Background: an optimization exercise with open tools, aiming at small area, a short achievable clock period and few clock cycles. Do not read the settings as production practice.
In this exercise RTL edits were held to simulation tests only and were not proved equivalent to the original.
Power is estimated from default activity; no workload was simulated.

==> flow/design.v (excerpt) <==
module cpu #(
    parameter int rob_depth = 8
) (
    input  logic                        clk,
    input  logic                        rst,
    input  logic [cpu_pkg::instr_w-1:0] instr,
    input  logic                        instr_valid,
    input  logic [15:0]                 sw,
    output logic                        stall,
    output cpu_pkg::data_t              led,
    output logic                        retire_valid,
    output cpu_pkg::reg_addr_t          retire_rd,
    output cpu_pkg::data_t              retire_value,
    output logic                        retire_write
);
clock: 5.5 ns
lec_check: 0
abc_area: 1
cap_margin: 20
core_margin: 2
core_utilization: 40
setup_slack_margin: 3.2
slew_margin: 20
tns_end_percent: 10
run.sh (not shown) runs the stock make flow with config.mk's settings and CLKGATE_MAP_FILE= SYNTH_SCRIPT=/design/flow/synth_recipe.tcl, a recipe that flattens the netlist after the stock synthesis.
Testbench counts at the start, summed over its fixed seeds: cycles 4,663.
==> next run, changes <==
--- a/flow/config.mk
+++ b/flow/config.mk
@@ -10,5 +10,4 @@
 export CORE_MARGIN = 2
 export CORE_UTILIZATION = 40
-export SETUP_SLACK_MARGIN = 3.2
+export SETUP_SLACK_MARGIN = 3.4
 export SLEW_MARGIN = 20
-export TNS_END_PERCENT = 10
Result: Synthesized cell count stays the same. Total power goes up by 4.7%. Combinational power goes up by 19%. Global-route usage goes up by 1.0 points. Cell area goes up by 7.4%.
==> next run, changes <==
--- a/flow/config.mk
+++ b/flow/config.mk
@@ -6,8 +6,7 @@
 export NUM_CORES = 4
 export LEC_CHECK = 0
-export ABC_AREA = 1
 export CAP_MARGIN = 20
 export CORE_MARGIN = 2
 export CORE_UTILIZATION = 40
-export SETUP_SLACK_MARGIN = 3.4
+export SETUP_SLACK_MARGIN = 3.0
 export SLEW_MARGIN = 20
Result:
- The changed run passed the timing, design-rule and antenna checks
- wire length rises by about 10%
- setup slack loses 0.25 ns
- clock-buffer cell count drops by 5
- utilization falls by 3.2 points
- maximum frequency fell by 9.9%
- die area increases by 4.3%

== P ==
cpu, a different RTL version from the one above (not shown whole).
Size in the first run: ~1600 cells after synthesis, ~230 flip-flops, ~58 I/O pins, roughly 12000 sq um of cells after synthesis.
// cpu
module cpu #(
    parameter int rob_depth = 8
) (
    input  logic                        clk,
    input  logic                        rst,
    input  logic [cpu_pkg::instr_w-1:0] instr,
    input  logic                        instr_valid,
    input  logic [15:0]                 sw,
    output logic                        stall,
    output cpu_pkg::data_t              led,
    output logic                        retire_valid,
    output cpu_pkg::reg_addr_t          retire_rd,
    output cpu_pkg::data_t              retire_value,
    output logic                        retire_write
);
    logic [3:0] op;
    logic       accept, halted;
    logic       uses1, uses2;
    assign op    = instr[15:12];
    assign uses2 = ((op != 4'd0) && (op <= 4'd7)) || (op == 4'd9);
    assign uses1 = uses2 || (op == 4'd11);
    cpu_pkg::data_t regs [cpu_pkg::reg_count];
    logic           d_valid, d_wait, d_write, d_mul;
    logic [3:0]     d_op, d_rd, d_rs1, d_rs2;
    logic           d_go;
    logic           f1_x1, f1_x2, f2_x1, f2_x2, f1_r, f2_r;
  ...
clock: 5.5 ns
lec_check: 0
abc_area: 1
cap_margin: 0
core_margin: 2
core_utilization: 40
setup_slack_margin: 3.2
slew_margin: 0
Testbench counts of P, summed over its fixed seeds: cycles 4,663.
--- input diff P..Q ---
- a change of SLEW_MARGIN from 0 to 20
- a change of CAP_MARGIN from 0 to 20
- an added CTS_BUF_LIST of sky130_fd_sc_hd__clkbuf_8
Notes after the runs:
Q: final period demand of the worst path is 5.1 ps lower than what P reported. From P to Q the numbers moved as follows: port buffer count has remained practically unchanged, smallest setup slack after layout has increased, headroom to the max-slew limit has decreased, final total power has decreased. P -> Q: post-synthesis net count delta 0, exact match. In terms of power in combinational cells, P and Q differ only marginally. Comparing P and Q, the lower wire length of the first global-routing pass was measured on Q. Re count of non-CTS buffers in the layout: no difference whatsoever between P and Q.
diff inputs: Q => R
- SLEW_MARGIN now 0, was 20
- CAP_MARGIN now 0, was 20
- CORE_UTILIZATION now 50, was 40
- CTS_BUF_LIST no longer set, was sky130_fd_sc_hd__clkbuf_8
Findings:
- retire_rd[2] as the critical path capture point was reported by R, and regs[8][2]$_DFFE_PP_ by Q.
- Compared with Q, in R proportion of layout cells with a drive suffix above 1 -2.8 points, sequential power barely changed, global-route wire length before repair -about 0.5%, detailed-route wire length ~0 delta.
- On minimum hold slack: between Q and R, it ends up lower for R.
- R: die area is 6400 sq um lower than what Q reported.
- Comparing Q and R, the higher final critical delay including setup and external delays is on Q.
- For Q, the critical path class was input pin to flip-flop, unlike R, where it was flip-flop to primary output.

Starting RTL as in the previous note.
Settings: LEC_CHECK=0, ABC_AREA=1, CAP_MARGIN=20, CORE_MARGIN=2, CORE_UTILIZATION=40, SETUP_SLACK_MARGIN=3.1, SLEW_MARGIN=20; clock period 5.5 ns.
The starting point ran to the end with no violations.
Testbench counts at the start, summed over its fixed seeds: cycles 4,663.
Edit:
--- a/flow/config.mk
+++ b/flow/config.mk
@@ -10,4 +10,4 @@
 export CORE_MARGIN = 2
-export CORE_UTILIZATION = 40
-export SETUP_SLACK_MARGIN = 3.1
+export CORE_UTILIZATION = 33
+export SETUP_SLACK_MARGIN = 3.2
 export SLEW_MARGIN = 20
Global-route usage went down by 3.4 points.
Core utilization fell by 7.9 points.
Total power came out lower slightly.
Routed wire length rises slightly.

== run A ==
cpu with an RTL version that a note above also has.
Size: roughly 230 flip-flops, ~58 I/O pins, roughly 13000 um2 of cells after synthesis.
export LEC_CHECK = 0
export ABC_AREA = 1
export CAP_MARGIN = 20
export CORE_MARGIN = 2
export CORE_UTILIZATION = 40
export CTS_CLUSTER_SIZE = 28
export SETUP_SLACK_MARGIN = 3.2
export SLEW_MARGIN = 20
create_clock -name core_clock -period 5.5 [get_ports {clk}]
Both conditions hold for run A: the flow ran to the end and the final layout passed the timing, design-rule and antenna checks.
Testbench counts of run A, summed over its fixed seeds: cycles 4,663.
What run B does differently from run A at the input level:
- CTS_CLUSTER_SIZE no longer set, was 28
- SETUP_SLACK_MARGIN now 3.0, was 3.2
==> comparison <==
- Multi-input gate share of total cell area: run B vs run A down 0.33 points
- Run B vs run A, critical path startpoint: r_rd[1]$_DFF_P_ vs d_wait$_SDFF_PP0_
- Highest clock rate went down by a few percent going from run A to run B.
- Run B does better than run A on static power due to leakage.
- Side by side, ratio of final minimum period to clock period turned out higher in run B than in run A.
- Power share of the clock group was higher in the run labelled run B.
The inputs of run C differ from those of run B as listed below.
- SETUP_SLACK_MARGIN now 3.6, was 3.0
Findings:
Diff run B -> run C: combinational share of power increased 7.7 points; count of clock-buffer cells in the layout increased 32%; count of non-CTS buffers in the layout increased 96. Minimum setup slack in the final design: run C higher than run B. Run comparison: run B destination of the critical timing path retire_rd[1]; run C destination of the critical timing path stall.

separate check: timing with driven ports:
The results above use ideal ports. As a check the final layouts listed here were re-extracted and re-timed, cells and wires unchanged.
Step 1 assumes that a clkbuf_16 drives the clock port and a buf_2 every other input.
Step 2 also shifts input and output timing later by t, the mid clock arrival at the registers, as if the neighbouring blocks saw the same clock.
Slacks: ideal ports / drivers / drivers and shift; pairs: ideal ports / drivers.
| run | shift t [ns] | setup WS [ns] | latest minus earliest clock arrival (ns) | worst slew at a driven data input, ns |
|---|---|---|---|---|
| the first run of note 1 | 0.606 | 2.930 / 2.875 / 2.665 | 0.025 / 0.024 | 0.04 |
| the second run of note 1 | 0.605 | 3.225 / 3.173 / 2.860 | 0.041 / 0.041 | 0.04 |
| the third run of note 1 | 0.591 | 2.975 / 2.975 / 2.628 | 0.012 / 0.013 | 0.05 |
| P | 0.606 | 3.189 / 3.171 / 2.701 | 0.026 / 0.026 | 0.05 |
| Q | 0.597 | 3.194 / 3.176 / 2.620 | 0.058 / 0.058 | 0.05 |
| R | 0.568 | 3.220 / 3.172 / 2.716 | 0.017 / 0.018 | 0.04 |
| the first run of note 3 | 0.597 | 3.164 / 3.113 / 2.697 | 0.020 / 0.020 | 0.05 |
| the second run of note 3 | 0.581 | 3.216 / 3.166 / 2.767 | 0.016 / 0.016 | 0.06 |
| run A | 0.601 | 3.227 / 3.177 / 2.662 | 0.024 / 0.024 | 0.04 |
| run B | 0.601 | 3.131 / 3.081 / 2.817 | 0.026 / 0.026 | 0.04 |
| run C | 0.594 | 3.229 / 3.178 / 3.077 | 0.035 / 0.034 | 0.05 |
After both steps setup and hold are still met in every run listed. For Q, which loses most, drivers alone change the setup slack by -0.018 ns; drivers and shift together by -0.574 ns.
